From an optimization exercise on the open Yosys and OpenROAD flow, aimed at small area; shortcuts taken in it are not production practice.
The RTL was checked by simulation tests, not by an equivalence proof against the original design.
No activity file was given, so power comes from the tool's default toggle rates. The flow treats the clock pin as an ideal source, which a real chip does not have.

==> flow/design.v <==
module pe_relay_chan #(
    parameter int WIDTH    = 132,
    parameter int CNT_BITS = 3
) (
    input  logic                clk,
    input  logic                reset,
    input  logic                i_run,
    input  logic [WIDTH-1:0]    i_data,
    input  logic                i_valid,
    output logic                o_ready,
    output logic [WIDTH-1:0]    o_data,
    output logic                o_valid,
    input  logic                i_ready,
    output logic [CNT_BITS-1:0] o_count
);
    logic [WIDTH-1:0]    r_head;
    logic [WIDTH-1:0]    r_t0, r_t1, r_t2;
    logic [CNT_BITS-1:0] r_count;
    logic [1:0]          r_rp;       
    logic [1:0]          r_wp;       
    logic w_empty, w_one, w_full;
    logic w_ready, w_valid, w_push, w_pop;
    logic w_head_in, w_head_tail, w_tail_wr;
    logic w_sel_h, w_sel_in, w_sel_t0, w_sel_t1, w_sel_t2;
    logic w_we0, w_we1, w_we2;
    always_comb begin
        w_empty = (r_count == 3'd0);
        w_one   = (r_count == 3'd1);
        w_full  = r_count[2];
        w_ready = i_run && !w_full;
        w_valid = i_run && !w_empty;
        w_push  = i_valid && w_ready;
        w_pop   = w_valid && i_ready;
        w_head_in   = w_push && (w_empty || (w_one && w_pop));
        w_head_tail = w_pop && !w_empty && !w_one;
        w_tail_wr   = w_push && !w_head_in;
        w_sel_in = !reset && w_head_in;
        w_sel_t0 = !reset && w_head_tail && (r_rp == 2'd0);
        w_sel_t1 = !reset && w_head_tail && (r_rp == 2'd1);
        w_sel_t2 = !reset && w_head_tail && (r_rp == 2'd2);
        w_sel_h  = !reset && !w_head_in && !w_head_tail;
        w_we0 = w_tail_wr && (r_wp == 2'd0);
        w_we1 = w_tail_wr && (r_wp == 2'd1);
        w_we2 = w_tail_wr && (r_wp == 2'd2);
    end
    always_ff @(posedge clk) begin
        r_head <= (r_head & {WIDTH{w_sel_h}})
                | (i_data & {WIDTH{w_sel_in}})
                | (r_t0   & {WIDTH{w_sel_t0}})
                | (r_t1   & {WIDTH{w_sel_t1}})
                | (r_t2   & {WIDTH{w_sel_t2}});
    end
    always_ff @(posedge clk) begin
        if (w_we0 && !reset) r_t0 <= i_data;
        if (w_we1 && !reset) r_t1 <= i_data;
        if (w_we2 && !reset) r_t2 <= i_data;
    end
    always_ff @(posedge clk) begin
        if (reset) begin
            r_count <= 3'd0;
            r_rp    <= 2'd0;
            r_wp    <= 2'd0;
        end else begin
            if (w_tail_wr)   r_wp <= (r_wp == 2'd2) ? 2'd0 : r_wp + 2'd1;
            if (w_head_tail) r_rp <= (r_rp == 2'd2) ? 2'd0 : r_rp + 2'd1;
            case ({w_push, w_pop})
                2'b10:   r_count <= r_count + 3'd1;
                2'b01:   r_count <= r_count - 3'd1;
                default: r_count <= r_count;
            endcase
        end
    end
    always_comb begin
        o_ready = w_ready;
        o_valid = w_valid;
        o_data  = r_head;
        o_count = r_count;
    end
endmodule
module pe_relay_fifo3 #(
    parameter int EAST_WIDTH  = 132,
    parameter int NORTH_WIDTH = 164,
    parameter int SOUTH_WIDTH = 164,
    parameter int DEPTH       = 4,
    parameter int CNT_BITS    = $clog2(DEPTH) + 1
) (
    input  logic                   clk,
    input  logic                   reset,
    input  logic                   ap_start,
    input  logic [EAST_WIDTH-1:0]  in_from_east,
    input  logic                   in_east_valid,
    output logic                   in_east_ready,
    output logic [EAST_WIDTH-1:0]  out_to_east,
    output logic                   out_east_valid,
    input  logic                   out_east_ready,
    input  logic [NORTH_WIDTH-1:0] in_from_north,
    input  logic                   in_north_valid,
    output logic                   in_north_ready,
    output logic [NORTH_WIDTH-1:0] out_to_north,
    output logic                   out_north_valid,
    input  logic                   out_north_ready,
    input  logic [SOUTH_WIDTH-1:0] in_from_south,
    input  logic                   in_south_valid,
    output logic                   in_south_ready,
    output logic [SOUTH_WIDTH-1:0] out_to_south,
    output logic                   out_south_valid,
    input  logic                   out_south_ready,
    output logic [CNT_BITS-1:0]    east_count,
    output logic [CNT_BITS-1:0]    north_count,
    output logic [CNT_BITS-1:0]    south_count,
    output logic                   busy
);
    logic [CNT_BITS-1:0] w_east_count;
    logic [CNT_BITS-1:0] w_north_count;
    logic [CNT_BITS-1:0] w_south_count;
    pe_relay_chan #(.WIDTH(EAST_WIDTH), .CNT_BITS(CNT_BITS)) u_east (
        .clk(clk), .reset(reset), .i_run(ap_start),
        .i_data(in_from_east), .i_valid(in_east_valid), .o_ready(in_east_ready),
        .o_data(out_to_east), .o_valid(out_east_valid), .i_ready(out_east_ready),
        .o_count(w_east_count)
    );
    pe_relay_chan #(.WIDTH(NORTH_WIDTH), .CNT_BITS(CNT_BITS)) u_north (
        .clk(clk), .reset(reset), .i_run(ap_start),
        .i_data(in_from_north), .i_valid(in_north_valid), .o_ready(in_north_ready),
        .o_data(out_to_north), .o_valid(out_north_valid), .i_ready(out_north_ready),
        .o_count(w_north_count)
    );
    pe_relay_chan #(.WIDTH(SOUTH_WIDTH), .CNT_BITS(CNT_BITS)) u_south (
        .clk(clk), .reset(reset), .i_run(ap_start),
        .i_data(in_from_south), .i_valid(in_south_valid), .o_ready(in_south_ready),
        .o_data(out_to_south), .o_valid(out_south_valid), .i_ready(out_south_ready),
        .o_count(w_south_count)
    );
    always_comb begin
        east_count  = w_east_count;
        north_count = w_north_count;
        south_count = w_south_count;
        busy        = (w_east_count != {CNT_BITS{1'b0}}) ||
                      (w_north_count != {CNT_BITS{1'b0}}) ||
                      (w_south_count != {CNT_BITS{1'b0}});
    end
endmodule
==> flow/flow/run.sh <==
#!/bin/bash
# Standard ORFS layout with smaller port buffers and a clock tree without dummy loads.
set -euo pipefail
export BUFFER_PORTS_ARGS="-buffer_cell sky130_fd_sc_hd__buf_1"
export CTS_ARGS="-sink_clustering_enable -repair_clock_nets -dont_use_dummy_load -buf_list {sky130_fd_sc_hd__clkbuf_4 sky130_fd_sc_hd__clkbuf_8}"
bash standard.sh finish > standard_flow.log 2>&1
==> flow/standard.sh <==
#!/bin/bash
# synth_recipe.tcl (not shown) runs the flow's synth.tcl, then flattens the netlist and writes it again
# the make line also repeats each setting of config.mk as NAME=value (left out here)
make -C /OpenROAD-flow-scripts/flow DESIGN_CONFIG=/design/flow/config.mk WORK_HOME=/design/flow/orfs CLKGATE_MAP_FILE= SYNTH_SCRIPT=/design/flow/synth_recipe.tcl "${@:-finish}"
==> flow/config.mk <==
export PLATFORM = sky130hd
export DESIGN_NAME = pe_relay_fifo3
export DESIGN_NICKNAME = pe_relay_fifo3
export VERILOG_FILES = /design/flow/design.v
export SDC_FILE = /design/flow/constraint.sdc
export NUM_CORES = 4
export LEC_CHECK = 0
export CAP_MARGIN = 20
export CORE_MARGIN = 2
export CORE_UTILIZATION = 40
export SLEW_MARGIN = 20
==> flow/constraint.sdc <==
create_clock -name core_clock -period 5.0 [get_ports {clk}]
set_input_delay 1.0000 -clock core_clock [delete_from_list [all_inputs] [get_ports {clk}]]
set_output_delay 1.0000 -clock core_clock [all_outputs]
set_load 0.01 [all_outputs]
==> impl_metrics.json, run 1 <==
{
  "outcome": "timing/DRC/antenna clean",
  "synth_adder_area_share": 0.00285,
  "cts_setup_buffers": 0,
  "synth_xor_xnor_area_share": 0.000798,
  "synth_ff_type": "sky130_fd_sc_hd__edfxtp_1",
  "gpl.final_weighted_congestion": 0.781,
  "grt_first_pass_wirelength_um": 264000,
  "top_level_ports": 945,
  "max-clock-path-buffers": 4,
  "critical_path_start_end_classification": "reg -> out",
  "drt-wirelength-per-cell_um": 26.5,
  "worst_setup_path_startpoint": "u_north.r_count[0]$_SDFFE_PP0P_",
  "insertion_delay_ns": 1.06,
  "ff2ff_setup_slack_ns": 2.05,
  "finalMaxSlewViolations": 0,
  "yosysWarningCount": 3,
  "p_leak_nw": 23.4,
  "async_flop_share": 0,
  "initial_core_util": 0.404,
  "cts_num_sinks": 1861,
  "antenna_found_initial": 76,
  "synth_compound_gate_area_share": 0.167,
  "drc_errors": 0,
  "postCtsResizedCells": 0,
  "peakVddDrop_mv": 0.323,
  "synth.avg_cell_area_um2": 17.9,
  "grt_setup_unrepaired": "false",
  "dr_wl_met2_um": 86000,
  "num_vias": 39600,
  "total_of_max_cap_violations": 0,
  "fp.dieW_um": 410,
  "synthMuxAreaShare": 0.0260,
  "number_of_synthesized_flops_with_an_enable_pin": 1380,
  "grt_overflow_total": 0,
  "timing.critical_path.to_type": "output pin",
  "top_layer": "met5",
  "cts.clk_slew.worst_paths_ns": 0.05,
  "post-place-ws_ns": 1.32,
  "cts_inserted_buffers": 326,
  "worst_ep_required_time_ns": 4.00,
  "yosys.area_share.simple": 0.00826,
  "ctsHtreeMaxLevel": 5,
  "min_path_type": "in -> reg",
  "start_kind": "flip-flop",
  "fin_skew_ns": 0.109,
  "detailedRoute.firstPassIterationCount": 5,
  "fmaxAchievable_mhz": 274,
  "detail_route.vias_per_cell": 5.70,
  "post_synth_inst_count": 3684,
  "fin_nets": 5225,
  "holdPathStages": 1,
  "largest_family_of_logic_cells_by_synthesized_area": "compound AO/OA/AOI/OAI gates",
  "synth.yosys.seq_area_share": 0.775,
  "number_of_antenna_violating_nets_in_the_routed_design": 0,
  "die_height_um": 410,
  "ys_types": 37,
  "timing.rr.end": "u_east.r_t1[107]$_DFFE_PP_",
  "path_max_fanout": 5,
  "fp.dieArea_mm2": 0.168,
  "root_buffer": "sky130_fd_sc_hd__clkbuf_8",
  "finalSetupViolations": 0,
  "clock_tree_from_tritoncts": "yes",
  "worst_setup_path_endpoint": "out_north_valid",
  "routed_wirelength_um": 184000,
  "grt_use_total": 0.211,
  "number_of_hold_buffers_added_after_cts": 0,
  "max-slew-margin-rel": 0.0820,
  "total_power_mw": 31.4,
  "setup_slack_ns": 1.36,
  "synth.cell_area_mm2": 0.0659,
  "power_density_mw_per_mm2": 408,
  "grt_max_degree": 165,
  "final.period_utilization": 0.729,
  "syn-num-nets": 4168,
  "hold_violation_count_in_the_final_report": 0,
  "area_growth_syn_to_layout_pct": 16.7,
  "timing_worst_slew_pin_value_ns": 1.38,
  "dr.first_iter.drc_count": 3029,
  "worstReg2RegStart": "u_east.r_count[0]$_SDFFE_PP0P_",
  "fp-row-count": 148,
  "drive_above_1_share": 0.0947,
  "first_global_vias": 39100,
  "rr_worst_depth": 6,
  "layout_min_cycle_time_ns": 3.64,
  "port_buffers": 944,
  "place.detailed.hpwl_um": 111000,
  "coreArea_mm2": 0.163,
  "number_of_register_bits_inferred_by_synthesis": 1861,
  "cp_data_arrival_time_ns": 2.64,
  "detailroute.wirelength.met3_um": 19000,
  "wl_met1_um": 71200
}
## through the flow
step	utilization	hold WS [ns]	std cells	setup TNS, ns	instance area, um^2
after floorplan	-	0.448	3684	-2602.83	66100
after global placement	0.443	0.449	6588	0	72300
after detailed placement	0.443	0.454	6588	0	72300
after CTS	0.471	0.0785	6914	0	76800
after global routing	0.471	0.111	6943	0	76900
final	0.471	0.205	6953	0	76900
## layout by cell type, fill, tap and decap left out, drive strengths merged
cell | Yosys | final
nand3 | 6 | 6
and2 | 3 | 3
nand4b | 3 | 3
a221o | 460 | 460
a21oi | 12 | 12
a311oi | 3 | 3
a211oi | 3 | 3
inv | 6 | 6
nor2 | 15 | 15
nand2b | 7 | 7
nand2 | 9 | 9
and2b | 3 | 3
and3 | 6 | 6
or3 | 7 | 7
nor4b | 9 | 9
clkbuf | 149 | 328
o21bai | 3 | 3
diode | 0 | 39
edfxtp | 1380 | 1380
nor2b | 10 | 10
mux2i | 171 | 171
or3b | 3 | 3
buf | 147 | 1023
a22oi | 298 | 298
xor2 | 6 | 6
nor4 | 3 | 3
ha | 15 | 15
nor3 | 3 | 3
dfxtp | 481 | 481
o21ai | 3 | 3
o2bb2ai | 460 | 460
## area by class of cell
class | count | area [um^2]
timing repair buffer | 1025 | 4600
fill | 14100 | 86300
multi-input combinational | 1521 | 13900
clock buffer | 326 | 4490
antenna | 39 | 97.6
inverter | 6 | 22.5
tap | 2175 | 2720
sequential | 1861 | 51100
## flip-flops by register name (all words and copies together) (netlist names), 3 cells and up
register and cells:
u_north.r_head 164, u_north.r_t0 164, u_north.r_t1 164, u_north.r_t2 164
u_south.r_head 164, u_south.r_t0 164, u_south.r_t1 164, u_south.r_t2 164
u_east.r_head 132, u_east.r_t0 132, u_east.r_t1 132, u_east.r_t2 132
u_east.r_count 3, u_north.r_count 3, u_south.r_count 3
## critical path, cell delays in order, from the launching register on
cell and delay [ns]:
sky130_fd_sc_hd__dfxtp_1 0.41, sky130_fd_sc_hd__inv_1 0.09, sky130_fd_sc_hd__ha_1 0.23, sky130_fd_sc_hd__nand2b_1 0.23
sky130_fd_sc_hd__and2_1 0.18, sky130_fd_sc_hd__buf_1 0.52
## report_power, final
part	switching, mW	internal (mW)
clock network	5.39	5.73
logic	1.79	0.905
registers	0.331	17.2
## layer usage
layer	vias up	track usage
met1	20000	0.258
met2	1569	0.324
met5	-	0
met3	434	0.0848
li1	17600	-
met4	60	0.101
## cell families after synthesis
family,after synthesis
muxes,171
buffers and inverters,302
AOI/OAI and AO/OA,1242
and+or+nand+nor,87
adders and majority gates,15
DFF,1861
xor gates and xnor gates,6
## cells in the mapped netlist, types with 5 or more instances
library cell	n	area, um^2
sky130_fd_sc_hd__nand2_1	9	33.8
sky130_fd_sc_hd__o2bb2ai_1	460	4030
sky130_fd_sc_hd__and3_1	6	37.5
sky130_fd_sc_hd__nor2_1	15	56.3
sky130_fd_sc_hd__nor2b_1	10	62.6
sky130_fd_sc_hd__buf_4	6	45.0
sky130_fd_sc_hd__a21oi_1	12	60.1
sky130_fd_sc_hd__buf_1	44	165
sky130_fd_sc_hd__or3_1	7	43.8
sky130_fd_sc_hd__nand2b_1	7	43.8
sky130_fd_sc_hd__xor2_1	6	52.6
sky130_fd_sc_hd__nor4b_1	8	70.1
sky130_fd_sc_hd__inv_1	6	22.5
sky130_fd_sc_hd__a22oi_1	298	2240
sky130_fd_sc_hd__mux2i_1	171	1710
sky130_fd_sc_hd__a221o_1	460	4600
sky130_fd_sc_hd__ha_1	15	188
sky130_fd_sc_hd__edfxtp_1	1380	41400
sky130_fd_sc_hd__dfxtp_1	481	9630
sky130_fd_sc_hd__clkbuf_1	148	556
sky130_fd_sc_hd__nand3_1	5	25.0
sky130_fd_sc_hd__buf_2	97	485
## worst min path at each step
stage / slack, ns / startpoint / to
after global routing: 0.11 / in_from_east[52] / u_east.r_t2[52]$_DFFE_PP_
after CTS: 0.08 / in_from_south[27] / u_south.r_t1[27]$_DFFE_PP_
after floorplan: 0.45 / u_east.r_t0[0]$_DFFE_PP_ / u_east.r_head[0]$_DFF_P_
after detailed placement: 0.45 / u_north.r_t1[112]$_DFFE_PP_ / u_north.r_head[112]$_DFF_P_
after global placement: 0.45 / u_north.r_t1[90]$_DFFE_PP_ / u_north.r_head[90]$_DFF_P_
final: 0.20 / in_from_east[16] / u_east.r_t0[16]$_DFFE_PP_
==> run 2, diff against run 1 <==
==> flow/run.sh (new file) <==
#!/bin/bash
# synth_recipe.tcl (not shown) runs the flow's synth.tcl, then flattens the netlist and writes it again
# the make line also repeats each setting of config.mk as NAME=value (left out here)
make -C /OpenROAD-flow-scripts/flow DESIGN_CONFIG=/design/flow/config.mk WORK_HOME=/design/flow/orfs CLKGATE_MAP_FILE= SYNTH_SCRIPT=/design/flow/synth_recipe.tcl finish
removed: flow/flow/run.sh
removed: flow/standard.sh
==> run 2 against run 1 <==
Still clean. Global-route usage grew 0.68 points. Synthesized cell count is the same. Count of clock-buffer cells in the layout shrank 42. Area after synthesis is the same.
==> impl_metrics.json, run 2 <==
{
  "outcome": "timing/DRC/antenna clean",
  "comb_power_share": 0.100,
  "finalMaxSlewViolations": 0,
  "post_synth_inst_count": 3684,
  "layout_min_cycle_time_ns": 3.96,
  "ys_types": 37,
  "synth.avg_cell_area_um2": 17.9,
  "hold_violation_count_in_the_final_report": 0,
  "synth_ff_type": "sky130_fd_sc_hd__edfxtp_1",
  "area_growth_syn_to_layout_pct": 28.2,
  "gpl.final_weighted_congestion": 0.786,
  "power.switching_fraction": 0.232,
  "postCtsResizedCells": 0,
  "syn-num-nets": 4168,
  "top_level_ports": 945,
  "routed_wirelength_um": 190000,
  "cts_setup_buffers": 0,
  "path_max_fanout": 5,
  "clock_network_fraction_of_total_power": 0.399,
  "first_global_vias": 38700,
  "seq_power_share": 0.501,
  "detail_route.vias_per_cell": 5.64,
  "synthTopCellsByArea": "sky130_fd_sc_hd__edfxtp_1, sky130_fd_sc_hd__dfxtp_1, sky130_fd_sc_hd__a221o_1, sky130_fd_sc_hd__o2bb2ai_1, sky130_fd_sc_hd__a22oi_1",
  "dr.first_iter.drc_count": 3086,
  "worst_ep_required_time_ns": 4.00,
  "coreArea_mm2": 0.163,
  "async_flop_share": 0,
  "drive_above_1_share": 0.0835,
  "power_density_mw_per_mm2": 415,
  "synth_top_cell_by_area": "sky130_fd_sc_hd__edfxtp_1",
  "drc_errors": 0,
  "fin_nets": 5093,
  "drt-wirelength-per-cell_um": 27.2,
  "finalSetupViolations": 0,
  "fp.dieArea_mm2": 0.168,
  "critical_path_start_end_classification": "reg -> out",
  "root_buffer": "sky130_fd_sc_hd__clkbuf_16",
  "antenna_found_initial": 91,
  "grt_use_total": 0.217,
  "insertion_delay_ns": 0.84,
  "fp-row-count": 148,
  "number_of_hold_buffers_added_after_cts": 0,
  "initial_core_util": 0.404,
  "p_leak_nw": 26.4,
  "netlist_top_cells_count": "sky130_fd_sc_hd__edfxtp_1, sky130_fd_sc_hd__dfxtp_1, sky130_fd_sc_hd__a221o_1, sky130_fd_sc_hd__o2bb2ai_1, sky130_fd_sc_hd__a22oi_1",
  "number_of_placed_instances_with_taps_included": 6591,
  "place.detailed.hpwl_um": 115000,
  "yosysWarningCount": 3,
  "grt_max_degree": 134,
  "number_of_synthesized_flops_with_an_enable_pin": 1380,
  "cp_data_arrival_time_ns": 2.96,
  "most-common-layout-cells": "sky130_fd_sc_hd__edfxtp_1, sky130_fd_sc_hd__clkdlybuf4s50_1, sky130_fd_sc_hd__dfxtp_1, sky130_fd_sc_hd__o2bb2ai_1, sky130_fd_sc_hd__a221o_1",
  "fin_skew_ns": 0.0517,
  "total_of_max_cap_violations": 0,
  "timing_worst_slew_pin_value_ns": 0.979,
  "layoutNonFillerInstCount": 6990,
  "timing.critical_path.to_type": "output pin",
  "fin_util": 0.518,
  "number_of_antenna_violating_nets_in_the_routed_design": 0,
  "fp.dieW_um": 410,
  "final.period_utilization": 0.793,
  "cts_inserted_buffers": 191,
  "clock_tree_from_tritoncts": "yes",
  "cts.clk_slew.worst_paths_ns": 0.07,
  "start_kind": "flip-flop",
  "grt_setup_unrepaired": "false",
  "detailedRoute.firstPassIterationCount": 5,
  "port_buffers": 944,
  "number_of_register_bits_inferred_by_synthesis": 1861,
  "num_vias": 39400,
  "max-slew-margin-rel": 0.347,
  "grt_overflow_total": 0,
  "peakVddDrop_mv": 0.373,
  "synth.yosys.seq_area_share": 0.775,
  "layout.cells.most_common": "sky130_fd_sc_hd__edfxtp_1",
  "ctsHtreeMaxLevel": 4,
  "p_int_mw": 26.9,
  "fmaxAchievable_mhz": 252,
  "max-clock-path-buffers": 3,
  "cts_num_sinks": 1861,
  "yosysTopAreaCellShare": 0.629,
  "die_height_um": 410,
  "netSwitchingPower_mw": 8.13,
  "grt_first_pass_wirelength_um": 271000,
  "min_path_type": "reg -> reg",
  "synth.cell_area_mm2": 0.0659,
  "synth.most_common_cell": "sky130_fd_sc_hd__edfxtp_1"
}
-- run 2: cell counts after synthesis --
Identical to the previous run, type by type.
-- run 2: path summary, 6_finish.rpt --
check	endpoint	cells past startpoint	slack [ns]	from
setup / recovery	busy	5	1.04	u_south.r_count[0]$_SDFFE_PP0P_
hold / removal	u_north.r_head[54]$_DFF_P_	1	0.43	u_north.r_t1[54]$_DFFE_PP_
setup reg to reg	u_south.r_head[128]$_DFF_P_	8	1.86	u_south.r_count[0]$_SDFFE_PP0P_
hold reg to reg	u_north.r_head[54]$_DFF_P_	1	0.43	u_north.r_t1[54]$_DFFE_PP_
-- run 2: area by class of cell --
cell class / count / area (um^2)
antenna: 39 / 97.6
clock buffer: 284 / 5470
clock inverter: 76 / 759
fill: 13300 / 78700
inverter: 6 / 22.5
multi-input combinational: 1521 / 13900
sequential: 1861 / 51100
tap: 2175 / 2720
timing repair buffer: 1028 / 10500
-- run 2: through the flow --
stage          hold WS [ns]  area (um^2)  power [mW]  setup WS (ns)  setup TNS (ns)
6_report              0.431        84500        35.0           1.04               0
4_1_cts               0.438        84400        35.4          0.795               0
2_1_floorplan         0.448        66100        19.2          -2.21        -2602.83
3_5_place_dp          0.454        78200        21.4           1.03               0
5_1_grt               0.450        84500        36.2          0.717               0
3_3_place_gp          0.449        78200        21.4          0.981               0
-- run 2: logic make-up (layout without fill, tap and decap cells) --
family | Yosys count | count (layout) | synth area share
fa+ha+maj | 15 | 15 | 0.00285
mux | 171 | 171 | 0.0260
xor+xnor | 6 | 6 | 0.000798
flops | 1861 | 1861 | 0.775
buf+inv | 302 | 1394 | 0.0194
other cells | 0 | 39 | 0
compound gates | 1242 | 1242 | 0.167
simple gates | 87 | 87 | 0.00826
-- run 2: worst max-delay path, cell delays in order (launching register included) --
cell and delay (ns):
sky130_fd_sc_hd__dfxtp_1 0.47, sky130_fd_sc_hd__inv_1 0.11, sky130_fd_sc_hd__ha_1 0.24, sky130_fd_sc_hd__nand2b_1 0.36, sky130_fd_sc_hd__or3_1 0.28, sky130_fd_sc_hd__clkdlybuf4s50_1 0.67
-- run 2: power by group through the flow --
stage	clock network [mW]	logic, mW	registers (mW)
5_1_grt	14.9	3.73	17.6
4_1_cts	14.3	3.55	17.6
6_report	14.0	3.51	17.6
3_5_place_dp	0	3.54	17.9
2_1_floorplan	0	1.19	18.0
3_3_place_gp	0	3.51	17.9
-- run 2: layer usage --
metal	up-vias	track usage	wire length (um)
met3	377	0.0831	17600
li1	17500	-	-
met5	-	0	542
met4	82	0.0969	7200
met1	20100	0.270	75600
met2	1369	0.337	88900
==> run 3, diff against run 2 <==
--- a/flow/design.v
+++ b/flow/design.v
@@ -1,3 +1,37 @@
+module pe_relay_store #(
+    parameter int WIDTH = 132
+) (
+    input  logic             clk,
+    input  logic [WIDTH-1:0] i_data,
+    input  logic             i_sel_h,
+    input  logic             i_sel_in,
+    input  logic             i_sel_t0,
+    input  logic             i_sel_t1,
+    input  logic             i_sel_t2,
+    input  logic             i_we0,
+    input  logic             i_we1,
+    input  logic             i_we2,
+    input  logic             i_keep0,
+    input  logic             i_keep1,
+    input  logic             i_keep2,
+    output logic [WIDTH-1:0] o_head
+);
+    logic [WIDTH-1:0] r_head;
+    logic [WIDTH-1:0] r_t0, r_t1, r_t2;
+    always_ff @(posedge clk) begin
+        r_head <= (r_head & {WIDTH{i_sel_h}})
+                | (i_data & {WIDTH{i_sel_in}})
+                | (r_t0   & {WIDTH{i_sel_t0}})
+                | (r_t1   & {WIDTH{i_sel_t1}})
+                | (r_t2   & {WIDTH{i_sel_t2}});
+    end
+    always_ff @(posedge clk) begin
+        r_t0 <= (i_data & {WIDTH{i_we0}}) | (r_t0 & {WIDTH{i_keep0}});
+        r_t1 <= (i_data & {WIDTH{i_we1}}) | (r_t1 & {WIDTH{i_keep1}});
+        r_t2 <= (i_data & {WIDTH{i_we2}}) | (r_t2 & {WIDTH{i_keep2}});
+    end
+    assign o_head = r_head;
+endmodule
 module pe_relay_chan #(
     parameter int WIDTH    = 132,
     parameter int CNT_BITS = 3
@@ -13,8 +47,7 @@
     input  logic                i_ready,
     output logic [CNT_BITS-1:0] o_count
 );
-    logic [WIDTH-1:0]    r_head;
-    logic [WIDTH-1:0]    r_t0, r_t1, r_t2;
+    logic [WIDTH-1:0]    w_head;
     logic [CNT_BITS-1:0] r_count;
     logic [1:0]          r_rp;       
     logic [1:0]          r_wp;       
@@ -39,22 +72,18 @@
         w_sel_t1 = !reset && w_head_tail && (r_rp == 2'd1);
         w_sel_t2 = !reset && w_head_tail && (r_rp == 2'd2);
         w_sel_h  = !reset && !w_head_in && !w_head_tail;
-        w_we0 = w_tail_wr && (r_wp == 2'd0);
-        w_we1 = w_tail_wr && (r_wp == 2'd1);
-        w_we2 = w_tail_wr && (r_wp == 2'd2);
+        w_we0 = !reset && w_tail_wr && (r_wp == 2'd0);
+        w_we1 = !reset && w_tail_wr && (r_wp == 2'd1);
+        w_we2 = !reset && w_tail_wr && (r_wp == 2'd2);
     end
-    always_ff @(posedge clk) begin
-        r_head <= (r_head & {WIDTH{w_sel_h}})
-                | (i_data & {WIDTH{w_sel_in}})
-                | (r_t0   & {WIDTH{w_sel_t0}})
-                | (r_t1   & {WIDTH{w_sel_t1}})
-                | (r_t2   & {WIDTH{w_sel_t2}});
-    end
-    always_ff @(posedge clk) begin
-        if (w_we0 && !reset) r_t0 <= i_data;
-        if (w_we1 && !reset) r_t1 <= i_data;
-        if (w_we2 && !reset) r_t2 <= i_data;
-    end
+    pe_relay_store #(.WIDTH(WIDTH)) u_store (
+        .clk(clk), .i_data(i_data),
+        .i_sel_h(w_sel_h), .i_sel_in(w_sel_in),
+        .i_sel_t0(w_sel_t0), .i_sel_t1(w_sel_t1), .i_sel_t2(w_sel_t2),
+        .i_we0(w_we0), .i_we1(w_we1), .i_we2(w_we2),
+        .i_keep0(!w_we0), .i_keep1(!w_we1), .i_keep2(!w_we2),
+        .o_head(w_head)
+    );
     always_ff @(posedge clk) begin
         if (reset) begin
             r_count <= 3'd0;
@@ -73,7 +102,7 @@
     always_comb begin
         o_ready = w_ready;
         o_valid = w_valid;
-        o_data  = r_head;
+        o_data  = w_head;
         o_count = r_count;
     end
 endmodule
==> flow/flow/run.sh (new file) <==
#!/bin/bash
# Standard ORFS layout (standard synthesis included) with the smallest
# buffer on every port and a clock tree of clkbuf_8 clusters without dummy loads.
set -euo pipefail
export BUFFER_PORTS_ARGS="-buffer_cell sky130_fd_sc_hd__buf_1"
export CTS_ARGS="-sink_clustering_enable -repair_clock_nets -dont_use_dummy_load -buf_list {sky130_fd_sc_hd__clkbuf_8} -sink_clustering_size 15 -sink_clustering_max_diameter 80"
bash standard.sh finish > standard_flow.log 2>&1
==> flow/standard.sh (new file) <==
#!/bin/bash
# synth_recipe.tcl (not shown) runs the flow's synth.tcl, then flattens the netlist and writes it again
# the make line also repeats each setting of config.mk as NAME=value (left out here)
make -C /OpenROAD-flow-scripts/flow DESIGN_CONFIG=/design/flow/config.mk WORK_HOME=/design/flow/orfs CLKGATE_MAP_FILE= SYNTH_SCRIPT=/design/flow/synth_recipe.tcl "${@:-finish}"
--- a/flow/config.mk
+++ b/flow/config.mk
@@ -5,7 +5,8 @@
 export SDC_FILE = /design/flow/constraint.sdc
 export NUM_CORES = 4
 export LEC_CHECK = 0
-export CAP_MARGIN = 20
+export CAP_MARGIN = 5
 export CORE_MARGIN = 2
-export CORE_UTILIZATION = 40
-export SLEW_MARGIN = 20
+export CORE_UTILIZATION = 55
+export SLEW_MARGIN = 5
+export SYNTH_HIERARCHICAL = 1
removed: flow/run.sh
==> run 3 against run 2 <==
Global-route usage grew 12 points. Sequential power grew 11%. Flip-flop and latch count is the same. Cell area shrank 18%. Sequential share of layout area shrank 6.6 points. Core utilization grew 8.8 points. Via count grew 28%. Clock skew shrank 0.0043 ns. Non-clock buffer count grew 1. Die area shrank 30%. Maximum frequency grew 11%. Critical path type unchanged. Largest cell class unchanged.
==> impl_metrics.json, run 3 <==
{
  "outcome": "timing/DRC/antenna clean",
  "synth.avg_cell_area_um2": 11.8,
  "holdPathStages": 2,
  "grt_first_pass_wirelength_um": 308000,
  "detail_route.vias_per_cell": 6.72,
  "clock_tree_from_tritoncts": "yes",
  "grt_overflow_total": 0,
  "clock_network_fraction_of_total_power": 0.227,
  "root_buffer": "sky130_fd_sc_hd__clkbuf_8",
  "fin_skew_ns": 0.0474,
  "fin_setup_tns_ns": 0,
  "setup_slack_ns": 1.42,
  "finalSetupViolations": 0,
  "place.detailed.hpwl_um": 126000,
  "number_of_register_bits_inferred_by_synthesis": 1861,
  "layout_min_cycle_time_ns": 3.58,
  "peakVddDrop_mv": 0.287,
  "start_kind": "flip-flop",
  "worst_ep_required_time_ns": 4.00,
  "worstReg2RegStart": "u_north.r_count[1]$_SDFFE_PP0P_",
  "die_height_um": 343,
  "path_max_fanout": 11,
  "number_of_placed_instances_with_taps_included": 7325,
  "timing_worst_slew_pin_value_ns": 1.10,
  "worst_hold_path.endpoint": "u_east.u_store.r_head[66]$_DFF_P_",
  "rr_worst_depth": 8,
  "gpl.final_weighted_congestion": 0.835,
  "fmaxAchievable_mhz": 280,
  "detailedRoute.firstPassIterationCount": 9,
  "yosysTopAreaCellShare": 0.588,
  "synth_top_cell_by_area": "sky130_fd_sc_hd__dfxtp_1",
  "layout.cells.most_common": "sky130_fd_sc_hd__dfxtp_1",
  "port_buffers": 944,
  "grt_max_degree": 166,
  "netlist_top_cells_count": "sky130_fd_sc_hd__dfxtp_1, sky130_fd_sc_hd__a22o_1, sky130_fd_sc_hd__nand2_1",
  "post-place-ws_ns": 1.19,
  "top_level_ports": 945,
  "initial_core_util": 0.554,
  "critical_path_start_end_classification": "reg -> out",
  "max-slew-margin-rel": 0.268,
  "final.fill_count": 9747,
  "fp.dieArea_mm2": 0.118,
  "async_flop_share": 0,
  "number_of_antenna_violating_nets_in_the_routed_design": 0,
  "cts_inserted_buffers": 142,
  "synth.yosys.seq_area_share": 0.588,
  "routed_wirelength_um": 212000,
  "synthTopCellsByArea": "sky130_fd_sc_hd__dfxtp_1, sky130_fd_sc_hd__a22o_1, sky130_fd_sc_hd__a222oi_1, sky130_fd_sc_hd__a22oi_1, sky130_fd_sc_hd__buf_2",
  "comb_power_share": 0.155,
  "grt_setup_unrepaired": "false",
  "layoutNonFillerInstCount": 7532,
  "yosysWarningCount": 11,
  "number_of_hold_buffers_added_after_cts": 0,
  "num_vias": 50600,
  "cts_num_sinks": 1861,
  "hold_violation_count_in_the_final_report": 0,
  "p_int_mw": 23.0,
  "coreArea_mm2": 0.114,
  "seq_area_mm2": 0.0373,
  "total_of_max_cap_violations": 0,
  "most-common-layout-cells": "sky130_fd_sc_hd__dfxtp_1, sky130_fd_sc_hd__a22o_1, sky130_fd_sc_hd__buf_1, sky130_fd_sc_hd__nand2_1",
  "first_global_vias": 46700,
  "power.switching_fraction": 0.275,
  "synth.cell_area_mm2": 0.0633,
  "launch_instance_of_the_worst_min_delay_path": "u_east.u_store.r_t2[66]$_DFF_P_",
  "ctsHtreeMaxLevel": 4,
  "timing.critical_path.to_type": "output pin",
  "dr.first_iter.drc_count": 6770,
  "max-clock-path-buffers": 3,
  "p_leak_nw": 27.8,
  "drt-wirelength-per-cell_um": 28.1,
  "fin_util": 0.606,
  "cts.clk_slew.worst_paths_ns": 0.10,
  "multi_input_gate_area_mm2": 0.0231,
  "synth.most_common_cell": "sky130_fd_sc_hd__dfxtp_1",
  "insertion_delay_ns": 0.87,
  "fp-row-count": 124,
  "syn-num-nets": 5838,
  "ff2ff_setup_slack_ns": 1.87,
  "seq_power_share": 0.618,
  "number_of_synthesized_flops_with_an_enable_pin": 0,
  "netSwitchingPower_mw": 8.71,
  "postCtsResizedCells": 0,
  "post_synth_inst_count": 5354,
  "ys_types": 37,
  "finalMaxSlewViolations": 0,
  "slowest_delay_ns": 0.85,
  "fin_nets": 6441,
  "fp.dieW_um": 343,
  "synth_ff_type": "sky130_fd_sc_hd__dfxtp_1",
  "timing.critical_path.cells": "nor4_1, nand3_1, buf_1",
  "area_growth_syn_to_layout_pct": 9.35,
  "drc_errors": 0,
  "timing.rr.end": "u_north.u_store.r_head[162]$_DFF_P_",
  "final.period_utilization": 0.715,
  "min_path_type": "reg -> reg",
  "total_power_mw": 31.7,
  "antenna_found_initial": 91,
  "grt_use_total": 0.337,
  "power_density_mw_per_mm2": 458,
  "drive_above_1_share": 0.0453,
  "slowest_stage": "sky130_fd_sc_hd__nor4_1",
  "cp_data_arrival_time_ns": 2.58,
  "cts_setup_buffers": 0
}
## run 3: worst max-delay path by stage
| stage | from | to | slack (ns) |
|---|---|---|---|
| after floorplan | reset | u_east.u_store.r_t2[100]$_DFF_P_ | 2.47 |
| after global placement | ap_start | u_east.u_store.r_t1[84]$_DFF_P_ | 1.25 |
| after detailed placement | ap_start | u_east.u_store.r_t1[82]$_DFF_P_ | 1.19 |
| after CTS | u_north.r_count[2]$_SDFFE_PP0P_ | busy | 1.32 |
| after global routing | u_north.r_count[2]$_SDFFE_PP0P_ | busy | 1.22 |
| final | u_north.r_count[2]$_SDFFE_PP0P_ | busy | 1.42 |
## run 3: area by class of cell
cell class,count,share of cell area
sequential,1861,0.538
multi-input combinational,2902,0.334
timing repair buffer,1029,0.0686
clock buffer,142,0.0282
tap,1512,0.0273
antenna,65,0.00235
inverter,21,0.00150
## run 3: worst max-delay path: cells and delay by family, from the launching register on
| kind | cells | cell delay [ns] |
|---|---|---|
| buf+inv | 1 | 0.24 |
| flops | 1 | 0.49 |
| simple gates | 2 | 1.01 |
## run 3: cells by family (layout without fill, tap and decap cells)
kind of cell	after synthesis	after routing	share of synthesized area
mux	9	9	0.00148
other cells	0	65	0
buf+inv	591	1192	0.0498
flops	1861	1861	0.588
simple gates	533	533	0.0338
compound gates	2339	2339	0.323
xor+xnor	6	6	0.000830
fa+ha+maj	15	15	0.00296
## run 3: routing by layer
metal  vias to the layer above  global-route usage  share of wire
met5                         -                   0         0.0019
li1                      22500                   -              -
met4                        58               0.182          0.049
met1                     25100               0.446           0.40
met2                      2484               0.490           0.44
met3                       444               0.108           0.11
## run 3: power by group through the flow
| stage | clock network [mW] | logic, mW | registers, mW |
|---|---|---|---|
| after floorplan | 0 | 3.10 | 19.7 |
| after global placement | 0 | 4.73 | 19.8 |
| after detailed placement | 0 | 4.84 | 19.8 |
| after CTS | 7.34 | 4.89 | 19.5 |
| after global routing | 7.85 | 5.33 | 19.9 |
| final | 7.19 | 4.91 | 19.6 |
## run 3: per-stage QoR
stage,cell area [um^2],hold WS (ns)
3_3_place_gp,67100,0.452
3_5_place_dp,67100,0.453
4_1_cts,69100,0.379
6_report,69200,0.450
5_1_grt,69200,0.431
2_1_floorplan,63300,0.439
==> run 4, diff against run 3 <==
--- a/flow/config.mk
+++ b/flow/config.mk
@@ -5,8 +5,8 @@
 export SDC_FILE = /design/flow/constraint.sdc
 export NUM_CORES = 4
 export LEC_CHECK = 0
-export CAP_MARGIN = 5
+export CAP_MARGIN = 20
 export CORE_MARGIN = 2
-export CORE_UTILIZATION = 55
-export SLEW_MARGIN = 5
+export CORE_UTILIZATION = 40
+export SLEW_MARGIN = 20
 export SYNTH_HIERARCHICAL = 1
==> run 4 against run 3 <==
Still clean on timing, DRC and antenna. Core utilization down 16 points. Setup slack got worse by 0.36 ns. Maximum frequency shrank 9.1%. Sequential power is essentially flat. Count of clock-buffer cells in the layout up 3. Critical path type unchanged. Largest power group unchanged. Highest routed layer unchanged.
==> impl_metrics.json, run 4 <==
{
  "path_max_fanout": 11,
  "ys_types": 37,
  "ctsHtreeMaxLevel": 4,
  "dr.first_iter.drc_count": 7211,
  "syn-num-nets": 5838,
  "cts_num_sinks": 1861,
  "top_level_ports": 945,
  "drive_above_1_share": 0.0474,
  "clock_tree_from_tritoncts": "yes",
  "power_density_mw_per_mm2": 455,
  "hold_violation_count_in_the_final_report": 0,
  "p_leak_nw": 27.8,
  "synthTopCellsByArea": "sky130_fd_sc_hd__dfxtp_1, sky130_fd_sc_hd__a22o_1, sky130_fd_sc_hd__a222oi_1, sky130_fd_sc_hd__a22oi_1, sky130_fd_sc_hd__buf_2",
  "critical_path_start_end_classification": "reg -> out",
  "routed_wirelength_um": 214000,
  "layout_min_cycle_time_ns": 3.93,
  "max-clock-path-buffers": 3,
  "number_of_register_bits_inferred_by_synthesis": 1861,
  "yosysWarningCount": 11,
  "grt_use_total": 0.248,
  "netlist_top_cells_count": "sky130_fd_sc_hd__dfxtp_1, sky130_fd_sc_hd__a22o_1, sky130_fd_sc_hd__nand2_1",
  "die_height_um": 402,
  "port_buffers": 944,
  "synth.most_common_cell": "sky130_fd_sc_hd__dfxtp_1",
  "timing.critical_path.to_type": "output pin",
  "fp-row-count": 145,
  "synth.avg_cell_area_um2": 11.8,
  "peakVddDrop_mv": 0.308,
  "async_flop_share": 0,
  "initial_core_util": 0.404,
  "number_of_placed_instances_with_taps_included": 7880,
  "number_of_antenna_violating_nets_in_the_routed_design": 0,
  "finalSetupViolations": 0,
  "num_vias": 50700,
  "post_synth_inst_count": 5354,
  "total_of_max_cap_violations": 0,
  "postCtsResizedCells": 0,
  "outcome": "timing/DRC/antenna clean",
  "detail_route.vias_per_cell": 6.29,
  "cts_setup_buffers": 0,
  "first_global_vias": 47400,
  "final.period_utilization": 0.787,
  "number_of_synthesized_flops_with_an_enable_pin": 0,
  "gpl.final_weighted_congestion": 0.834,
  "layout.cells.most_common": "sky130_fd_sc_hd__dfxtp_1",
  "number_of_hold_buffers_added_after_cts": 0,
  "fmaxAchievable_mhz": 254,
  "antenna_found_initial": 78,
  "fp.dieArea_mm2": 0.161,
  "rr_worst_depth": 7,
  "synth.cell_area_mm2": 0.0633,
  "grt_overflow_total": 0,
  "start_kind": "flip-flop",
  "finalMaxSlewViolations": 0,
  "drt-wirelength-per-cell_um": 26.6,
  "place.detailed.hpwl_um": 126000,
  "grt_max_degree": 166,
  "fin_nets": 6453,
  "grt_setup_unrepaired": "false",
  "cts.clk_slew.worst_paths_ns": 0.10,
  "worst_hold_slack_ns": 0.394,
  "synth_top_cell_by_area": "sky130_fd_sc_hd__dfxtp_1",
  "worst_ep_required_time_ns": 4.00,
  "layoutNonFillerInstCount": 8068,
  "final.fill_count": 14800,
  "yosysTopAreaCellShare": 0.588,
  "cts_inserted_buffers": 145,
  "drc_errors": 0,
  "holdPathStages": 2,
  "timing_worst_slew_pin_value_ns": 1.25,
  "root_buffer": "sky130_fd_sc_hd__clkbuf_8",
  "cp_data_arrival_time_ns": 2.93,
  "synth.yosys.seq_area_share": 0.588,
  "fin_skew_ns": 0.106,
  "synth_ff_type": "sky130_fd_sc_hd__dfxtp_1",
  "most-common-layout-cells": "sky130_fd_sc_hd__dfxtp_1, sky130_fd_sc_hd__a22o_1, sky130_fd_sc_hd__buf_1, sky130_fd_sc_hd__nand2_1",
  "detailedRoute.firstPassIterationCount": 9,
  "fin_setup_tns_ns": 0,
  "coreArea_mm2": 0.157,
  "max-slew-margin-rel": 0.165,
  "insertion_delay_ns": 0.85,
  "grt_first_pass_wirelength_um": 316000,
  "area_growth_syn_to_layout_pct": 10.5,
  "min_path_type": "reg -> reg",
  "fp.dieW_um": 402
}
[run 4: path summary, 6_finish.rpt]
check,start,to,slack (ns)
max,u_south.r_count[2]$_SDFFE_PP0P_,out_south_valid,1.07
min,u_south.u_store.r_t2[85]$_DFF_P_,u_south.u_store.r_head[85]$_DFF_P_,0.39
max reg2reg,u_north.r_count[1]$_SDFFE_PP0P_,u_north.u_store.r_t1[64]$_DFF_P_,1.91
min reg2reg,u_south.u_store.r_t2[85]$_DFF_P_,u_south.u_store.r_head[85]$_DFF_P_,0.39
[run 4: where the power goes]
part	total (mW)	internal, mW	switching, mW
clock	7.33	2.60	4.73
combinational	4.92	2.51	2.40
sequential	19.6	18.0	1.66
[run 4: area by class of cell]
type,instances,area [um^2],area share
tap,2058,2570,0.0368
clock buffer,145,2000,0.0285
antenna,43,108,0.00154
inverter,21,104,0.00148
multi-input combinational,2902,23100,0.330
sequential,1861,37300,0.533
timing repair buffer,1038,4810,0.0688
[run 4: kinds of logic after synthesis]
group / share of synthesized area
compound gates: 0.323
flops: 0.588
buf+inv: 0.0498
xor+xnor: 0.000830
fa+ha+maj: 0.00296
mux: 0.00148
simple gates: 0.0338
[run 4: metal layers]
| metal | global-route usage | up-vias | share of wire |
|---|---|---|---|
| li1 | - | 22500 | - |
| met1 | 0.331 | 25300 | 0.41 |
| met2 | 0.372 | 2359 | 0.45 |
| met3 | 0.0729 | 432 | 0.097 |
| met4 | 0.108 | 54 | 0.041 |
| met5 | 0 | - | 0.0017 |
[run 4: through the flow]
stage / utilization / total power, mW / setup WS (ns) / area [um^2]
after floorplan: - / 22.8 / 2.47 / 63300
after detailed placement: 0.433 / 24.7 / 1.16 / 67900
after CTS: 0.446 / 32.0 / 0.942 / 69900
after global placement: 0.433 / 24.6 / 1.25 / 67900
final: 0.446 / 31.9 / 1.07 / 70000
after global routing: 0.446 / 33.3 / 0.945 / 70000
[run 4: worst max-delay path, stage by stage (launching register included)]
cell and delay (ns):
sky130_fd_sc_hd__dfxtp_1 0.91, sky130_fd_sc_hd__inv_1 0.13, sky130_fd_sc_hd__a21boi_0 0.68, sky130_fd_sc_hd__buf_1 0.35
==> run 5, diff against run 4 <==
==> flow/flow/run.sh (replaced) <==
#!/bin/bash
# Standard ORFS layout (standard synthesis included) with the smallest
# buffer on every port and a clock tree of clkbuf_16 clusters without dummy loads.
set -euo pipefail
export BUFFER_PORTS_ARGS="-buffer_cell sky130_fd_sc_hd__buf_1"
export CTS_ARGS="-sink_clustering_enable -repair_clock_nets -dont_use_dummy_load -buf_list {sky130_fd_sc_hd__clkbuf_16} -sink_clustering_size 30 -sink_clustering_max_diameter 120"
bash standard.sh finish > standard_flow.log 2>&1
--- a/flow/config.mk
+++ b/flow/config.mk
@@ -7,6 +7,6 @@
 export LEC_CHECK = 0
 export CAP_MARGIN = 20
 export CORE_MARGIN = 2
-export CORE_UTILIZATION = 40
+export CORE_UTILIZATION = 70
 export SLEW_MARGIN = 20
 export SYNTH_HIERARCHICAL = 1
==> run 5 against run 4 <==
Clock skew fell by 0.026 ns. Clock power fell by 4.5%. Worst hold slack got worse by 0.0017 ns. Final cell count fell by 12%. Wire length fell by 5.5%. Synthesized cell count did not move. Count of clock-buffer cells in the layout fell by 73. Non-clock buffer count fell by 22. Combinational power barely moved. Sequential power barely moved. Critical path depth rose by 2.
==> impl_metrics.json, run 5 <==
{
  "outcome": "timing/DRC/antenna clean",
  "area_growth_syn_to_layout_pct": 8.22,
  "coreArea_mm2": 0.0899,
  "gpl.final_weighted_congestion": 0.876,
  "max-slew-margin-rel": 0.214,
  "syn-num-nets": 5838,
  "cts_num_sinks": 1861,
  "min_path_type": "reg -> reg",
  "fin_nets": 6358,
  "largest_family_of_logic_cells_by_synthesized_area": "compound AO/OA/AOI/OAI gates",
  "number_of_register_bits_inferred_by_synthesis": 1861,
  "timing_worst_slew_pin_value_ns": 1.18,
  "comb_power_share": 0.156,
  "top_level_ports": 945,
  "yosys.area_share.simple": 0.0338,
  "power.switching_fraction": 0.270,
  "layout_min_cycle_time_ns": 3.34,
  "timing.critical_path.to_type": "flip-flop",
  "grt_util_met2": 0.603,
  "ys_types": 37,
  "synth_adder_area_share": 0.00296,
  "grt_use_total": 0.409,
  "post_synth_inst_count": 5354,
  "netlist_top_cells_count": "sky130_fd_sc_hd__dfxtp_1, sky130_fd_sc_hd__a22o_1, sky130_fd_sc_hd__nand2_1",
  "p_int_mw": 23.1,
  "number_of_antenna_violating_nets_in_the_routed_design": 0,
  "synth.cell_area_mm2": 0.0633,
  "netSwitchingPower_mw": 8.55,
  "peakVddDrop_mv": 0.337,
  "synth_xor_xnor_area_share": 0.000830,
  "start_kind": "flip-flop",
  "total_of_max_cap_violations": 0,
  "synthMuxAreaShare": 0.00148,
  "root_buffer": "sky130_fd_sc_hd__clkbuf_16",
  "most-common-layout-cells": "sky130_fd_sc_hd__dfxtp_1, sky130_fd_sc_hd__a22o_1, sky130_fd_sc_hd__buf_1, sky130_fd_sc_hd__nand2_1",
  "die_height_um": 305,
  "critical_path_start_end_classification": "reg -> reg",
  "fp.dieW_um": 305,
  "fin_skew_ns": 0.0798,
  "grt_setup_unrepaired": "false",
  "placement.cell_area_mm2": 0.0665,
  "fp-row-count": 110,
  "finalMaxSlewViolations": 0,
  "hold_violation_count_in_the_final_report": 0,
  "postCtsResizedCells": 0,
  "insertion_delay_ns": 0.68,
  "cts_setup_buffers": 0,
  "worstReg2RegStart": "u_south.r_count[2]$_SDFFE_PP0P_",
  "global_route.usage.met1": 0.530,
  "synthTopCellsByArea": "sky130_fd_sc_hd__dfxtp_1, sky130_fd_sc_hd__a22o_1, sky130_fd_sc_hd__a222oi_1, sky130_fd_sc_hd__a22oi_1, sky130_fd_sc_hd__buf_2",
  "grt_overflow_total": 0,
  "layout.cells.most_common": "sky130_fd_sc_hd__dfxtp_1",
  "final.period_utilization": 0.669,
  "grt_max_degree": 166,
  "cts_inserted_buffers": 72,
  "ctsHtreeMaxLevel": 3,
  "place.detailed.hpwl_um": 123000,
  "grt_first_pass_wirelength_um": 300000,
  "port_buffers": 944,
  "async_flop_share": 0,
  "num_vias": 51700,
  "number_of_hold_buffers_added_after_cts": 0,
  "cts.clk_slew.worst_paths_ns": 0.11,
  "clock_tree_from_tritoncts": "yes",
  "synth_ff_type": "sky130_fd_sc_hd__dfxtp_1",
  "layoutNonFillerInstCount": 7116,
  "synth.avg_cell_area_um2": 11.8,
  "path_max_fanout": 85,
  "yosysTopAreaCellShare": 0.588,
  "max-clock-path-buffers": 3,
  "drc_errors": 0,
  "antenna_found_initial": 95,
  "synth.most_common_cell": "sky130_fd_sc_hd__dfxtp_1",
  "detail_route.vias_per_cell": 7.26,
  "synth_top_cell_by_area": "sky130_fd_sc_hd__dfxtp_1",
  "number_of_placed_instances_with_taps_included": 6976,
  "grt_use_met3": 0.128,
  "seq_power_share": 0.622,
  "finalSetupViolations": 0,
  "fin_setup_tns_ns": 0,
  "initial_core_util": 0.704,
  "globalRoute.busiestLayer": "met2",
  "synth_compound_gate_area_share": 0.323,
  "worst_setup_path_startpoint": "u_south.r_count[2]$_SDFFE_PP0P_",
  "yosysWarningCount": 11,
  "fmaxAchievable_mhz": 299,
  "synth.yosys.seq_area_share": 0.588,
  "routed_wirelength_um": 202000,
  "launch_instance_of_the_worst_min_delay_path": "u_north.u_store.r_t0[28]$_DFF_P_",
  "final_area_mm2": 0.0685,
  "power_density_mw_per_mm2": 461,
  "dr.first_iter.drc_count": 9393,
  "worst_ep_required_time_ns": 5.61,
  "first_global_vias": 47100,
  "cp_data_arrival_time_ns": 3.96,
  "clock_network_fraction_of_total_power": 0.221,
  "fp.dieArea_mm2": 0.0929,
  "final.fill_count": 6255,
  "p_leak_nw": 27.5,
  "drive_above_1_share": 0.0318,
  "detailedRoute.firstPassIterationCount": 9,
  "drt-wirelength-per-cell_um": 28.4,
  "number_of_synthesized_flops_with_an_enable_pin": 0
}
run 5: cell counts after synthesis:
Identical to the previous run, type by type.
run 5: per-stage QoR:
step	setup slack [ns]	hold slack [ns]	power [mW]	util
6_report	1.66	0.392	31.6	0.762
2_1_floorplan	2.47	0.439	22.8	-
3_3_place_gp	1.17	0.451	24.4	0.740
4_1_cts	1.64	0.396	31.4	0.760
3_5_place_dp	1.12	0.453	24.7	0.740
5_1_grt	1.58	0.432	32.7	0.762
run 5: layout make-up:
type                    instances  area (um^2)  area share
flip-flops and latches       1861        37300       0.544
multi-input cells            2902        23100       0.337
diodes                         68          170     0.00248
well taps                    1176         1470      0.0215
repair buffers               1016         4600      0.0671
inverters                      21          104     0.00152
clock buffers                  72         1800      0.0263
run 5: logic make-up after synthesis:
| kind of cell | count (synthesis) |
|---|---|
| compound gates | 2339 |
| mux | 9 |
| buf+inv | 591 |
| fa+ha+maj | 15 |
| flops | 1861 |
| simple gates | 533 |
| xor+xnor | 6 |
run 5: per-layer routing:
metal / vias up / wire, um
met3: 507 / 23900
li1: 22400 / -
met4: 58 / 12200
met1: 25600 / 75500
met5: - / 396
met2: 3135 / 90300
run 5: path summary, 6_finish.rpt:
path | to | slack [ns] | cells past startpoint
max | u_south.u_store.r_t1[79]$_DFF_P_ | 1.66 | 5
min | u_north.u_store.r_head[28]$_DFF_P_ | 0.39 | 2
max reg2reg | u_south.u_store.r_t1[79]$_DFF_P_ | 1.66 | 5
min reg2reg | u_north.u_store.r_head[28]$_DFF_P_ | 0.39 | 2
run 5: worst max-delay path, stage by stage, from the launching register on:
cell	delay, ns
sky130_fd_sc_hd__dfxtp_1	0.70
sky130_fd_sc_hd__and3b_2	0.33
sky130_fd_sc_hd__nand3_4	0.09
sky130_fd_sc_hd__buf_4	0.85
sky130_fd_sc_hd__buf_4	0.97
sky130_fd_sc_hd__a22o_1	0.28
run 5: power by group through the flow:
stage	clock network (mW)	logic, mW	registers, mW
after floorplan	0	3.10	19.7
after global placement	0	4.67	19.7
after detailed placement	0	4.83	19.9
after CTS	6.99	4.88	19.6
after global routing	7.47	5.31	20.0
final	7.00	4.94	19.7
==> run 6, diff against run 5 <==
--- a/flow/config.mk
+++ b/flow/config.mk
@@ -7,6 +7,6 @@
 export LEC_CHECK = 0
 export CAP_MARGIN = 20
 export CORE_MARGIN = 2
-export CORE_UTILIZATION = 70
+export CORE_UTILIZATION = 55
 export SLEW_MARGIN = 20
 export SYNTH_HIERARCHICAL = 1
==> run 6 against run 5 <==
First-iteration DRC count is 23% lower. Clock power is 1% higher. Count of clock-buffer cells in the layout stayed put. Clock skew is 0.0047 ns lower. Via count is 2.9% lower. Maximum frequency is 4.6% lower.
==> impl_metrics.json, run 6 <==
{
  "outcome": "timing/DRC/antenna clean",
  "fp.dieW_um": 343,
  "drt-wirelength-per-cell_um": 28.2,
  "power_density_mw_per_mm2": 458,
  "yosysTopAreaCellShare": 0.588,
  "cts_inserted_buffers": 72,
  "multi_input_gate_area_mm2": 0.0231,
  "peakVddDrop_mv": 0.274,
  "num_vias": 50200,
  "ys_types": 37,
  "detailedRoute.firstPassIterationCount": 7,
  "finalSetupViolations": 0,
  "path_max_fanout": 11,
  "syn-num-nets": 5838,
  "grt_first_pass_wirelength_um": 306000,
  "worst_setup_path_startpoint": "u_north.r_count[2]$_SDFFE_PP0P_",
  "area_growth_syn_to_layout_pct": 9.09,
  "grt_max_degree": 166,
  "synth.cell_area_mm2": 0.0633,
  "root_buffer": "sky130_fd_sc_hd__clkbuf_16",
  "routed_wirelength_um": 211000,
  "detail_route.vias_per_cell": 6.73,
  "total_buffers_and_inverters_traversed_by_the_critical_path": 1,
  "fin_skew_ns": 0.0751,
  "synth_top_cell_by_area": "sky130_fd_sc_hd__dfxtp_1",
  "p_leak_nw": 27.6,
  "number_of_register_bits_inferred_by_synthesis": 1861,
  "insertion_delay_ns": 0.70,
  "min_path_type": "reg -> reg",
  "cts_setup_buffers": 0,
  "number_of_hold_buffers_added_after_cts": 0,
  "slowest_stage": "sky130_fd_sc_hd__nor4_1",
  "grt_setup_unrepaired": "false",
  "synth.avg_cell_area_um2": 11.8,
  "drive_above_1_share": 0.0340,
  "synthTopCellsByArea": "sky130_fd_sc_hd__dfxtp_1, sky130_fd_sc_hd__a22o_1, sky130_fd_sc_hd__a222oi_1, sky130_fd_sc_hd__a22oi_1, sky130_fd_sc_hd__buf_2",
  "max-clock-path-buffers": 3,
  "total_of_max_cap_violations": 0,
  "async_flop_share": 0,
  "clock_tree_from_tritoncts": "yes",
  "max-slew-margin-rel": 0.258,
  "cell_family_contributing_the_most_delay_on_the_critical_path": "simple AND/OR/NAND/NOR gates",
  "fmaxAchievable_mhz": 285,
  "seq_area_mm2": 0.0373,
  "die_height_um": 343,
  "netlist_top_cells_count": "sky130_fd_sc_hd__dfxtp_1, sky130_fd_sc_hd__a22o_1, sky130_fd_sc_hd__nand2_1",
  "grt_overflow_total": 0,
  "slowest_delay_ns": 0.91,
  "final.period_utilization": 0.701,
  "worstReg2RegStart": "u_south.r_count[1]$_SDFFE_PP0P_",
  "number_of_synthesized_flops_with_an_enable_pin": 0,
  "place.detailed.hpwl_um": 126000,
  "drc_errors": 0,
  "postCtsResizedCells": 0,
  "port_buffers": 944,
  "most-common-layout-cells": "sky130_fd_sc_hd__dfxtp_1, sky130_fd_sc_hd__a22o_1, sky130_fd_sc_hd__buf_1, sky130_fd_sc_hd__nand2_1",
  "final.fill_count": 9719,
  "initial_core_util": 0.554,
  "launch_instance_of_the_worst_min_delay_path": "u_north.u_store.r_t0[151]$_DFF_P_",
  "antenna_found_initial": 90,
  "worst_hold_slack_ns": 0.444,
  "first_global_vias": 46000,
  "dr.first_iter.drc_count": 7228,
  "gpl.final_weighted_congestion": 0.835,
  "ctsHtreeMaxLevel": 3,
  "timing.critical_path.cells": "nor4_1, nand3_1, buf_1",
  "grt_use_total": 0.334,
  "finalMaxSlewViolations": 0,
  "critical_path_start_end_classification": "reg -> out",
  "cp_data_arrival_time_ns": 2.50,
  "cts.clk_slew.worst_paths_ns": 0.12,
  "fp-row-count": 124,
  "layout.cells.most_common": "sky130_fd_sc_hd__dfxtp_1",
  "synth.yosys.seq_area_share": 0.588,
  "timing_worst_slew_pin_value_ns": 1.11,
  "fp.dieArea_mm2": 0.118,
  "number_of_antenna_violating_nets_in_the_routed_design": 0,
  "fin_setup_tns_ns": 0,
  "fin_nets": 6371,
  "worst_ep_required_time_ns": 4.00,
  "synth.most_common_cell": "sky130_fd_sc_hd__dfxtp_1",
  "hold_violation_count_in_the_final_report": 0,
  "synth_ff_type": "sky130_fd_sc_hd__dfxtp_1",
  "yosysWarningCount": 11,
  "coreArea_mm2": 0.114,
  "timing.critical_path.to_type": "output pin",
  "post_synth_inst_count": 5354,
  "start_kind": "flip-flop",
  "top_level_ports": 945,
  "layout_min_cycle_time_ns": 3.50,
  "cts_num_sinks": 1861
}
## run 6: cell counts after synthesis
Identical to the previous run, type by type.
## run 6: final cells by class
| type | instances | share of cell area |
|---|---|---|
| diodes | 61 | 0.00221 |
| repair buffers | 1029 | 0.0687 |
| well taps | 1512 | 0.0274 |
| flip-flops and latches | 1861 | 0.539 |
| inverters | 21 | 0.00150 |
| clock buffers | 72 | 0.0261 |
| multi-input cells | 2902 | 0.335 |
## run 6: layer usage
metal,track usage,up-vias,part of all wire
li1,-,22400,-
met1,0.447,25000,0.40
met2,0.491,2299,0.44
met3,0.100,392,0.11
met4,0.169,56,0.051
met5,0,-,0.0018
## run 6: through the flow
| step | instances | area [um^2] | total power, mW | setup WS, ns | util |
|---|---|---|---|---|---|
| 6_report | 7458 | 69100 | 31.6 | 1.50 | 0.605 |
| 5_1_grt | 7446 | 69000 | 32.9 | 1.38 | 0.605 |
| 4_1_cts | 7397 | 68900 | 31.7 | 1.50 | 0.603 |
| 3_5_place_dp | 7325 | 67100 | 24.7 | 1.19 | 0.588 |
| 3_3_place_gp | 7325 | 67100 | 24.5 | 1.25 | 0.588 |
| 2_1_floorplan | 5354 | 63300 | 22.8 | 2.47 | - |
## run 6: logic make-up (layout without fill, tap and decap cells)
family,after synthesis,in the layout,synth area share
xor+xnor,6,6,0.000830
buf+inv,591,1122,0.0498
flops,1861,1861,0.588
other cells,0,61,0
compound gates,2339,2339,0.323
mux,9,9,0.00148
simple gates,533,533,0.0338
fa+ha+maj,15,15,0.00296
## run 6: final timing paths
check | end | slack, ns | cells past startpoint
worst min-delay path | u_north.u_store.r_head[151]$_DFF_P_ | 0.44 | 2
worst max register to register | u_south.u_store.r_head[85]$_DFF_P_ | 1.87 | 8
worst min register to register | u_north.u_store.r_head[151]$_DFF_P_ | 0.44 | 2
worst max-delay path | busy | 1.50 | 3
## run 6: worst min-delay path: stages (launching register included)
cell and delay, ns:
sky130_fd_sc_hd__dfxtp_1 0.34, sky130_fd_sc_hd__a22oi_1 0.06, sky130_fd_sc_hd__nand2_1 0.06
## run 6: report_power, final
group	total, mW	switching [mW]	internal, mW
clock network	7.10	4.47	2.62
logic	4.91	2.42	2.49
registers	19.6	1.66	17.9
total	31.6	8.56	23.1
==> run 7, diff against run 6 <==
--- a/flow/design.v
+++ b/flow/design.v
@@ -72,9 +72,9 @@
         w_sel_t1 = !reset && w_head_tail && (r_rp == 2'd1);
         w_sel_t2 = !reset && w_head_tail && (r_rp == 2'd2);
         w_sel_h  = !reset && !w_head_in && !w_head_tail;
-        w_we0 = !reset && w_tail_wr && (r_wp == 2'd0);
-        w_we1 = !reset && w_tail_wr && (r_wp == 2'd1);
-        w_we2 = !reset && w_tail_wr && (r_wp == 2'd2);
+        w_we0 = w_tail_wr && (r_wp == 2'd0);
+        w_we1 = w_tail_wr && (r_wp == 2'd1);
+        w_we2 = w_tail_wr && (r_wp == 2'd2);
     end
     pe_relay_store #(.WIDTH(WIDTH)) u_store (
         .clk(clk), .i_data(i_data),
--- a/flow/config.mk
+++ b/flow/config.mk
@@ -7,6 +7,8 @@
 export LEC_CHECK = 0
 export CAP_MARGIN = 20
 export CORE_MARGIN = 2
-export CORE_UTILIZATION = 55
+export CORE_UTILIZATION = 78
+export GPL_ROUTABILITY_DRIVEN = 0
+export GPL_TIMING_DRIVEN = 0
 export SLEW_MARGIN = 20
 export SYNTH_HIERARCHICAL = 1
==> run 7 against run 6 <==
Still clean on timing, DRC and antenna. Non-clock buffer count rose by 482. Setup slack better by 0.22 ns. Wire length grew 3.7%. Maximum frequency grew 6.5%. Clock skew fell by 0.0063 ns. Critical path type is now in -> out. Largest power group unchanged.
==> impl_metrics.json, run 7 <==
{
  "worstReg2RegStart": "u_north.r_count[1]$_SDFFE_PP0P_",
  "clock_tree_from_tritoncts": "yes",
  "timing_worst_slew_pin_value_ns": 0.870,
  "final.period_utilization": 0.658,
  "synth.yosys.seq_area_share": 0.589,
  "grt_max_degree": 31,
  "ff2ff_setup_slack_ns": 2.12,
  "comb_power_share": 0.171,
  "yosysWarningCount": 11,
  "power_density_mw_per_mm2": 475,
  "area_growth_syn_to_layout_pct": 11.0,
  "async_flop_share": 0,
  "yosysTopAreaCellShare": 0.589,
  "number_of_synthesized_flops_with_an_enable_pin": 0,
  "total_of_max_cap_violations": 0,
  "drive_above_1_share": 0.0839,
  "rr_worst_depth": 9,
  "peakVddDrop_mv": 0.409,
  "critical_path_start_end_classification": "in -> out",
  "slowest_delay_ns": 0.61,
  "grt_overflow_total": 0,
  "synth.most_common_cell": "sky130_fd_sc_hd__dfxtp_1",
  "clock_network_fraction_of_total_power": 0.211,
  "cts_num_sinks": 1861,
  "dr.first_iter.drc_count": 10200,
  "timing.rr.end": "u_north.u_store.r_head[100]$_DFF_P_",
  "coreArea_mm2": 0.0804,
  "number_of_antenna_violating_nets_in_the_routed_design": 0,
  "grt_setup_unrepaired": "false",
  "synth_top_cell_by_area": "sky130_fd_sc_hd__dfxtp_1",
  "number_of_hold_buffers_added_after_cts": 0,
  "total_power_mw": 33.3,
  "port_buffers": 944,
  "root_buffer": "sky130_fd_sc_hd__clkbuf_16",
  "finalMaxSlewViolations": 0,
  "most-common-layout-cells": "sky130_fd_sc_hd__dfxtp_1, sky130_fd_sc_hd__a22o_1, sky130_fd_sc_hd__buf_1",
  "detailedRoute.firstPassIterationCount": 10,
  "hold_violation_count_in_the_final_report": 0,
  "fin_skew_ns": 0.0688,
  "outcome": "timing/DRC/antenna clean",
  "fin_nets": 6841,
  "ctsHtreeMaxLevel": 3,
  "synth_ff_type": "sky130_fd_sc_hd__dfxtp_1",
  "synth.avg_cell_area_um2": 11.8,
  "drc_errors": 0,
  "layout_min_cycle_time_ns": 3.29,
  "die_height_um": 289,
  "cp_data_arrival_time_ns": 2.29,
  "post_synth_inst_count": 5339,
  "netlist_top_cells_count": "sky130_fd_sc_hd__dfxtp_1, sky130_fd_sc_hd__a22o_1, sky130_fd_sc_hd__a222oi_1, sky130_fd_sc_hd__a22oi_1, sky130_fd_sc_hd__nand2_1",
  "top_level_ports": 945,
  "fp.dieW_um": 289,
  "worst_hold_path.endpoint": "u_north.u_store.r_head[47]$_DFF_P_",
  "p_leak_nw": 29.3,
  "grt_first_pass_wirelength_um": 317000,
  "worst_ep_required_time_ns": 4.00,
  "first_global_vias": 52100,
  "place.detailed.hpwl_um": 150000,
  "number_of_register_bits_inferred_by_synthesis": 1861,
  "initial_core_util": 0.786,
  "ys_types": 39,
  "antenna_found_initial": 124,
  "synth.cell_area_mm2": 0.0632,
  "fin_setup_tns_ns": 0,
  "finalSetupViolations": 0,
  "fmaxAchievable_mhz": 304,
  "postCtsResizedCells": 0,
  "synthTopCellsByArea": "sky130_fd_sc_hd__dfxtp_1, sky130_fd_sc_hd__a22o_1, sky130_fd_sc_hd__a222oi_1, sky130_fd_sc_hd__a22oi_1, sky130_fd_sc_hd__buf_2",
  "p_int_mw": 23.9,
  "cts_setup_buffers": 0,
  "power.switching_fraction": 0.282
}
[run 7: power by group through the flow]
stage	Sequential (mW)	Clock, mW	Combinational (mW)
finish	20.6	7.03	5.69
global route	20.8	7.42	6.07
CTS	20.4	6.92	5.54
detailed placement	20.6	0	5.48
global placement	20.4	0	5.21
floorplan	20.3	0	3.56
[run 7: metal layers]
layer / part of all wire / global-route usage
met5: 0.0012 / 0
met4: 0.094 / 0.381
met3: 0.15 / 0.191
met2: 0.43 / 0.707
met1: 0.33 / 0.591
[run 7: cell families after synthesis]
family	count (synthesis)	share of synthesized area
fa+ha+maj	15	0.00297
xor+xnor	6	0.000831
compound gates	2333	0.322
buf+inv	588	0.0494
simple gates	527	0.0341
mux	9	0.00148
flops	1861	0.589
[run 7: cell type report]
| cell class | instances | area [um^2] |
|---|---|---|
| Clock buffer | 72 | 1800 |
| Inverter | 21 | 78.8 |
| Antenna cell | 108 | 270 |
| Timing Repair Buffer | 944 | 3540 |
| Sequential cell | 1861 | 37300 |
| Fill cell | 4213 | 10300 |
| Multi-Input combinational cell | 2890 | 22800 |
| Buffer | 567 | 3040 |
| Tap cell | 1060 | 1330 |
[run 7: worst max-delay path by stage]
stage	start	to	slack [ns]
6_report	ap_start	out_south_valid	1.71
3_5_place_dp	ap_start	u_east.u_store.r_t0[74]$_DFF_P_	1.19
2_1_floorplan	in_east_valid	u_east.u_store.r_t0[100]$_DFF_P_	2.48
5_1_grt	ap_start	out_east_valid	1.70
4_1_cts	ap_start	out_south_valid	1.79
3_3_place_gp	ap_start	u_east.u_store.r_t0[75]$_DFF_P_	1.26
[run 7: worst max-delay path, delay by kind of cell]
kind,cells,cell delay (ns)
AOI/OAI and AO/OA,1,0.28
buffers and inverters,2,0.99
[run 7: through the flow]
stage | std cells | setup slack (ns) | area [um^2]
4_1_cts | 7415 | 1.79 | 69900
5_1_grt | 7503 | 1.70 | 70100
3_3_place_gp | 7343 | 1.26 | 68100
6_report | 7523 | 1.71 | 70100
3_5_place_dp | 7343 | 1.19 | 68100
2_1_floorplan | 5339 | 2.48 | 63200

Re-timed with assumed drivers on the ports (clkbuf_16 on the clock, buf_2 on other inputs), run 7 has 1.681 ns of setup slack against 1.710 ns with ideal ports, and 1.059 ns once port delays also move by the mid clock arrival of 0.717 ns.
